This is an optimization exercise on Yosys and OpenROAD, whose aim is small area, a short achievable clock period and few clock cycles per item, not a production implementation.
Function was not checked in any run shown here: the RTL went through the layout flow alone.
Power is estimated from default activity; no workload was simulated.

==> flow/design.v (outline; a module is shown in full before it is edited, if it fits) <==
// module scaler: 60 lines
// module mul_tree: 1147 lines
// module mul_fa: 4 lines
// module mul_ha: 4 lines
// module pel_scaler_top: 32 lines
module pel_scaler_top #(
    parameter int FLUX  = 2,
    parameter int DEPTH = 4
) (
    input  logic                              clk,
    input  logic                              rst_n,
    input  logic            [FLUX-1:0]        in_write,
    input  pel_pkg::pel_t   [FLUX-1:0]        in_din,
    output logic            [FLUX-1:0]        in_full,
    input  coef_pkg::coef_t [FLUX-1:0]        coef,
    input  logic            [FLUX-1:0]        out_read,
    output pel_pkg::pel_t   [FLUX-1:0]        out_dout,
    output logic            [FLUX-1:0]        out_empty
);
  // ...
==> flow/run.sh <==
#!/bin/bash
# synth_recipe.tcl (not shown) runs the flow's synth.tcl, then flattens the netlist and writes it again
# the make line also repeats each setting of config.mk as NAME=value (left out here)
make -C /OpenROAD-flow-scripts/flow DESIGN_CONFIG=/design/flow/config.mk WORK_HOME=/design/flow/orfs CLKGATE_MAP_FILE= SYNTH_SCRIPT=/design/flow/synth_recipe.tcl finish
==> flow/config.mk <==
export PLATFORM = sky130hd
export DESIGN_NAME = pel_scaler_top
export DESIGN_NICKNAME = pel_scaler_top
export VERILOG_FILES = /design/flow/design.v
export SDC_FILE = /design/flow/constraint.sdc
export NUM_CORES = 4
export LEC_CHECK = 0
export CAP_MARGIN = 20
export CORE_MARGIN = 2
export CORE_UTILIZATION = 40
export SLEW_MARGIN = 20
export SYNTH_HIERARCHICAL = 1
==> flow/constraint.sdc <==
create_clock -name core_clock -period 8.0 [get_ports {clk}]
set_input_delay 1.6000 -clock core_clock [delete_from_list [all_inputs] [get_ports {clk}]]
set_output_delay 1.6000 -clock core_clock [all_outputs]
set_load 0.01 [all_outputs]
==> results_dict.tcl, run 1 <==
set metrics [dict create \
    run_status "complete, no violations" \
    cts_setup_buffers 0 \
    synth_edf_count 98 \
    bufAreaShareNonClock 0.05701 \
    final_antenna_net_count 0 \
    wirelength_um 40880 \
    vdd_drop_max_mv 0.5723 \
    avgSynthCellArea_um2 12.54 \
    critical_path_buf_inv_count 2 \
    syn_inst 1372 \
    critPathArrivalTime_ns 3.66 \
    holdBufCountCts 0 \
    yosys-top-cells-count "and2_1, fa_1, edfxtp_1" \
    comb_power_uw 4210 \
    clk_pin_slew_ns 0.06 \
    rr_worst_depth 8 \
    wl_per_cell_um 21.26 \
    power.density_nw_per_um2 338.0 \
    inverters_excl_clock 12 \
    synth_xor_xnor_area_share 0.01528 \
    antenna_found_initial 0 \
    swShare 0.4203 \
    dp_hpwl_um 29900 \
    tightest_slew_ns 0.8896 \
    use_met1 0.2634 \
    clock_cell_area_share 0.03229 \
    synth-seq-cells 134 \
    firstDrtPassIters 4 \
    cts_buffer_depth 2 \
    p_clk_frac 0.128 \
    placementRows 75 \
    io_pins 106 \
    syn-num-nets 1900 \
    yosys.area.top_type "fa_1" \
    final_area_um2 18830 \
    cp_slowest_cell "clkdlybuf4s50_1" \
    post-route-min-period_ns 5.265 \
    wl_met2_um 19940 \
    timing.reg2reg.setup_slack_ns 3.67 \
    rsz0062_at_grt "no" \
    insertion_delay_ns 0.47 \
]
==> run 2, diff against run 1 <==
--- a/flow/config.mk
+++ b/flow/config.mk
@@ -10,2 +10,3 @@
 export CORE_UTILIZATION = 40
+export SETUP_SLACK_MARGIN = 3
 export SLEW_MARGIN = 20
==> run 2 against run 1 <==
Effect of this change:
- critical path type unchanged
- sequential cell count did not move
- setup slack improved by 0.37 ns
- final cell count rose by 0.31%
- highest routed layer is now met5
- via count rose by 0.27%
- still clean on timing, DRC and antenna
==> results_dict.tcl, run 2 <==
set metrics [dict create \
    synth.distinct_cells 42 \
    wl_per_cell_um 21.21 \
    timing.reg2reg.setup_slack_ns 3.63 \
    numCtsBuffers 17 \
    r2r_start "g_lane[0].u_lane.pel_q[7]" \
    yosys-mux-area-fraction 0 \
    slew_headroom 0.4145 \
    synth_edf_count 98 \
    timing.fmax_mhz 204.4 \
    synth_top_family_by_area "adder cells" \
    endpoint_kind "primary output" \
    wirelength_um 40910 \
    hold_start "g_lane[1].u_lane.v1" \
    diodes 0 \
    yosysSeqAreaShare 0.2142 \
    critPathKind "register to primary output" \
    run_status "complete, no violations" \
    fin_skew_ns 0.01829 \
    cts_tree "built" \
    avgSynthCellArea_um2 12.54 \
    die_w_um 211.4 \
    track_usage 0.1996 \
    async_flop_share 0.02985 \
    dp_hpwl_um 29900 \
    syn2layout_area_growth_pct 9.966 \
    critPathLaunchType "register" \
    placementRows 75 \
    synth-seq-cells 134 \
    critPathRequiredTime_ns 6.40 \
    final_antenna_net_count 0 \
    die-height_um 211.4 \
    finalHoldViolCount 0 \
    drt_iter0_drc 517 \
    vias_per_cell 5.210 \
    clk_pin_slew_ns 0.06 \
    setup-violations-final 0 \
    synthAdderAreaFrac 0.4999 \
    yosys_warnings 7 \
    insertion_delay_ns 0.47 \
    min_path_type "register to register" \
    synthSimpleGateAreaFrac 0.1931 \
    syn-num-nets 1900 \
    post-route-min-period_ns 4.893 \
    cap_viol_max_count 0 \
    crit-reg2reg-capture "g_lane[0].u_lane.c_q[6]" \
    io_pins 106 \
    first_global_vias 11790 \
    finalNetCount 1905 \
    yosys.area.top_type "fa_1" \
    post-synth-top-area-fraction 0.4446 \
    grt.overflow.total 0 \
    crit_start "g_lane[0].u_lane.s_q[0]" \
    p_leak_uw 0.007974 \
    setup_tns_ns 0 \
    rsz0062_at_grt "yes" \
    synth_most_common_cell "and2_1" \
    most-common-layout-cells "and2_1, fa_1, edfxtp_1" \
    core_um2 42230 \
    cts_root_buf "clkbuf_16" \
    die_area_um2 44670 \
    syn_inst 1372 \
    ys_top_cells_by_area "fa_1, and2_1, edfxtp_1" \
    setup_slack_ns 3.107 \
    drive_gt1_frac 0.05252 \
    grt_pass1_wl_um 66300 \
    vdd_drop_max_mv 0.5454 \
    period_share 0.6116 \
    yosys-top-cells-count "and2_1, fa_1, edfxtp_1" \
    cts_buffer_depth 2 \
    endpoint "out_dout[13]" \
    synth_xor_xnor_area_share 0.01528 \
    critPathMaxFanout 4 \
    vias 10050 \
    io_buffers 105 \
    cts.sinks 134 \
    grt_max_degree 35 \
    tightest_slew_ns 0.8782 \
    drc 0 \
    place_congestion 0.7994 \
    cts-htree-levels 4 \
    power.density_nw_per_um2 337.7 \
    antenna_found_initial 1 \
    whs_ns 0.4674 \
    final_area_um2 18910 \
    synth-compound-area-share 0.03288 \
    synth_area_um2 17200 \
    post-route-util 0.4479 \
    maxSlewViolCount 0 \
    rr_worst_depth 8 \
    dpl_cell_area_um2 18220 \
    final_common_cell "and2_1" \
    start_util 0.4073 \
    critPathArrivalTime_ns 3.29 \
    place_ws_ns 2.899 \
    synthFlopType "edfxtp_1" \
    firstDrtPassIters 5 \
]
[run 2: cells by family (layout without fill, tap and decap cells)]
logic type,count (synthesis),in the layout
AND/OR/NAND/NOR,536,536
flip-flops,134,134
XOR/XNOR,30,30
AO/OA/AOI/OAI,74,74
adder cells (fa/ha/maj),458,458
buffers and inverters,140,158
[run 2: how the worst min path moves through the flow]
stage                                endpoint  slack [ns]  cells past startpoint
after floorplan           g_lane[0].u_lane.v2        0.44                      1
after CTS                 g_lane[1].u_lane.v2        0.47                      1
after global placement    g_lane[1].u_lane.v2        0.45                      1
after global routing      g_lane[1].u_lane.v2        0.50                      1
final                     g_lane[1].u_lane.v2        0.47                      1
after detailed placement  g_lane[0].u_lane.v2        0.47                      1
[run 2: per-module statistics from Yosys (local to each module, per instance), a selection]
module,copies in the design,cells inside,area (µm²),flops+latches
scaler,2,154,2549,67
mul_fa,378,1,20.02,0
mul_tree,2,328,2079,0
mul_ha,30,1,12.51,0
[run 2: layer usage]
layer,track usage,routed length [µm],vias up
met4,0.06095,839,2
met2,0.3260,19960,299
met5,0,13,-
met1,0.2635,17660,5379
met3,0.04940,2439,51
li1,-,-,4319
[run 2: power breakdown]
group	leakage (µW)	internal (µW)	switching, µW	total [µW]
Combinational	0.00636	2050	2180	4240
Clock	0.000303	472	341	814
Sequential	0.00131	1170	170	1340
[run 2: final cells by class]
| type | count | area, µm² |
|---|---|---|
| fill | 3867 | 23310 |
| multi-input combinational | 1098 | 12780 |
| sequential | 134 | 3684 |
| timing repair buffer | 114 | 1124 |
| tap | 539 | 674.4 |
| clock buffer | 19 | 475.5 |
| clock inverter | 13 | 132.6 |
| inverter | 12 | 45.04 |
[run 2: critical path, stage by stage (launching register included)]
cell and delay, ns:
edfxtp_1 0.40, fa_1 0.49, a211oi_2 0.29, nor3_2 0.11
a211oi_4 0.37, buf_4 0.18, o41ai_2 0.07, xor2_1 0.29
clkdlybuf4s50_1 0.62
[run 2: stage by stage]
stage,cells,total power [µW]
after floorplan,1372,4860
after global placement,1891,5534
after detailed placement,1891,5619
after CTS,1924,6486
after global routing,1929,7031
final,1929,6388
[run 2: what timing repair did]
item | 4_1_cts | 5_1_grt
hold buffers | 0 | 0
pin swaps | 3 | 3
buffers inserted | 1 | 5
resized for setup | 8 | 4
endpoints found under the setup margin | 6 | 6
==> run 3, diff against run 2 <==
--- a/flow/config.mk
+++ b/flow/config.mk
@@ -10,3 +10,3 @@
 export CORE_UTILIZATION = 40
-export SETUP_SLACK_MARGIN = 3
+export SETUP_SLACK_MARGIN = 4.5
 export SLEW_MARGIN = 20
==> run 3 against run 2 <==
Effect of this change:
- synthesized area stayed put
- combinational power rose by 19%
- still clean on timing, DRC and antenna
- global-route usage is 0.95 points higher
- cell area grew 13%
==> results_dict.tcl, run 3 <==
set metrics [dict create \
    synth.distinct_cells 42 \
    first_global_vias 12280 \
    firstDrtPassIters 4 \
    synth-compound-area-share 0.03288 \
    setup_tns_ns 0 \
    rsz0062_at_grt "yes" \
    synth_area_um2 17200 \
    endpoint_kind "primary output" \
    track_usage 0.2090 \
    critical_path_buf_inv_count 2 \
    min_path_type "register to register" \
    async_flop_share 0.02985 \
    fin_cells 2054 \
    cp_common_cell "fa_2" \
    critPathMaxFanout 3 \
    cts_root_buf "clkbuf_16" \
    p_int_uw 4200 \
    synthFlopType "edfxtp_1" \
    finalNetCount 2030 \
    yosys.area.top_type "fa_1" \
    final_antenna_net_count 0 \
    synth_xor_xnor_area_share 0.01528 \
    slowest_delay_ns 0.45 \
    critPathArrivalTime_ns 2.78 \
    dp_hpwl_um 30430 \
    insertion_delay_ns 0.48 \
    wirelength_um 43780 \
    core_um2 42230 \
    grt.overflow.total 0 \
    cts_buffer_depth 2 \
    power.density_nw_per_um2 335.6 \
    cp_slowest_cell "fa_2" \
    placementRows 75 \
    final_common_cell "and2_1" \
    synth_top_family_by_area "adder cells" \
    synthSimpleGateAreaFrac 0.1931 \
    yosys_warnings 7 \
    grt_pass1_wl_um 68570 \
    critPathRequiredTime_ns 6.40 \
    synth_edf_count 98 \
    period_share 0.5479 \
    yosys-mux-area-fraction 0 \
    io_buffers 105 \
    io_pins 106 \
    critPathKind "register to primary output" \
    cts.sinks 134 \
    drive_gt1_frac 0.3848 \
    place_inst 1891 \
    most-common-layout-cells "and2_1, fa_2, fa_1" \
    synth_most_common_cell "and2_1" \
    setup-violations-final 0 \
    antenna_found_initial 0 \
    syn2layout_area_growth_pct 24.31 \
    critPathLaunchType "register" \
    p_sw_uw 2976 \
    fin_skew_ns 0.02415 \
    syn_inst 1372 \
    synthAdderAreaFrac 0.4999 \
    wl_per_cell_um 21.31 \
    cp_top_family "compound AO/OA/AOI/OAI gates" \
    synth-seq-cells 134 \
    start_util 0.4073 \
    ys_top_cells_by_area "fa_1, and2_1, edfxtp_1" \
    drt_iter0_drc 416 \
    avgSynthCellArea_um2 12.54 \
    cts-htree-levels 4 \
    die_w_um 211.4 \
    tightest_slew_ns 0.4821 \
    cts_tree "built" \
    post-route-min-period_ns 4.384 \
    diodes 0 \
    timing.fmax_mhz 228.1 \
    p_leak_uw 0.008656 \
    slew_headroom 0.6786 \
    p_clk_frac 0.111 \
    maxSlewViolCount 0 \
    yosysSeqAreaShare 0.2142 \
    vias 10500 \
    place_congestion 0.8218 \
    worstPathCellList "fa_2 -> inv_2 -> fa_2 -> nor2b_1 -> o21a_1 -> a31o_4 -> a21o_1 -> a21oi_2 -> xnor2_2 -> buf_2" \
    comb_power_share 0.705 \
    vias_per_cell 5.110 \
    die_area_um2 44670 \
    syn-num-nets 1900 \
    vdd_drop_max_mv 0.1995 \
    post-synth-top-area-fraction 0.4446 \
    timing.reg2reg.setup_slack_ns 4.10 \
    yosys-top-cells-count "and2_1, fa_1, edfxtp_1" \
    finalHoldViolCount 0 \
    die-height_um 211.4 \
    grt_max_degree 35 \
    run_status "complete, no violations" \
    drc 0 \
    numCtsBuffers 17 \
    cap_viol_max_count 0 \
    power_frac_seq 0.183 \
    swShare 0.4147 \
    clk_pin_slew_ns 0.06 \
]
## run 3: cell counts after synthesis
No cell type changed its count.
## run 3: worst paths after layout
| check | start | end | cells past startpoint |
|---|---|---|---|
| setup / recovery | g_lane[1].u_lane.lowc_q | out_dout[24] | 10 |
| hold / removal | g_lane[1].u_lane.v1 | g_lane[1].u_lane.v2 | 1 |
| setup reg to reg | g_lane[0].u_lane.coef_q[7] | g_lane[0].u_lane.c_q[6] | 7 |
| hold reg to reg | g_lane[1].u_lane.v1 | g_lane[1].u_lane.v2 | 1 |
| max in group asynchronous | rst_n | g_lane[1].u_lane.v2 | 1 |
| min in group asynchronous | rst_n | g_lane[0].u_lane.v1 | 1 |
## run 3: power by group through the flow
stage | Sequential [µW] | Combinational [µW] | Clock, µW
floorplan | 1250 | 4070 | 0
global placement | 1350 | 4460 | 0
detailed placement | 1360 | 4560 | 0
CTS | 1310 | 4790 | 826
global route | 1340 | 5720 | 859
finish | 1320 | 5060 | 799
## run 3: logic make-up after synthesis
logic type,count (synthesis)
AOI/OAI and AO/OA,74
DFF,134
xor gates and xnor gates,30
and+or+nand+nor,536
buffers and inverters,140
adders and majority gates,458
## run 3: area by class of cell
type,count,area (µm²)
tap,539,674.4
multi-input combinational,1098,13970
clock buffer,20,489.2
fill,3654,20850
timing repair buffer,239,2338
inverter,12,50.05
clock inverter,12,110.1
sequential,134,3751
## run 3: per-stage QoR
step	setup WS (ns)	util	instance area (µm²)	hold slack (ns)	total power, µW
finish	3.616	0.5063	21380	0.4632	7176
global route	3.454	0.5063	21380	0.4946	7914
CTS	3.550	0.4906	20720	0.4657	6922
detailed placement	2.963	0.4432	18720	0.4508	5917
global placement	3.001	0.4432	18720	0.4447	5810
floorplan	4.083	-	17800	0.4351	5320
## run 3: timing repair
action | in CTS | in global routing
cloned | 1 | 3
endpoints found under the setup margin | 92 | 85
buffers inserted | 101 | 26
gates resized for setup | 329 | 118
hold buffers | 0 | 0
pin swaps | 132 | 104
## run 3: per-module statistics from Yosys (local to each module, per instance), excerpt
module / cells inside / copies in the design / flip-flops and latches / area, µm²
mul_fa: 1 / 378 / 0 / 20.02
scaler: 154 / 2 / 67 / 2549
mul_ha: 1 / 30 / 0 / 12.51
mul_tree: 328 / 2 / 0 / 2079
## run 3: layer usage
metal / up-vias / track usage / share of wire
li1: 4564 / - / -
met1: 5640 / 0.2403 / 0.39
met2: 222 / 0.3853 / 0.54
met3: 69 / 0.04124 / 0.035
met4: 0 / 0.07504 / 0.029
met5: - / 0 / 0

==> port drivers added, routing unchanged <==
How much do the figures lean on ideal ports? The routed layouts below were timed once more, with nothing changed but the port constraints.
Step 1 sets driving cells, clkbuf_16 on the clock port and buf_2 on the other inputs (assumed; they add their load-dependent delay and slew).
Step 2 also shifts input and output timing later by t, the mid clock arrival at the registers, as if the neighbouring blocks saw the same clock.
Three values: ideal, step 1, step 2; two values: the first two.
run | shift t [ns] | setup slack, ns | clock arrival spread, ns | worst slew at a driven data input, ns
run 1 | 0.518 | 2.735 / 2.680 / 2.947 | 0.017 / 0.017 | 0.07
run 2 | 0.516 | 3.107 / 3.052 / 3.397 | 0.019 / 0.019 | 0.07
run 3 | 0.519 | 3.616 / 3.566 / 4.085 | 0.025 / 0.024 | 0.05
After both steps setup and hold are still met in every run listed.
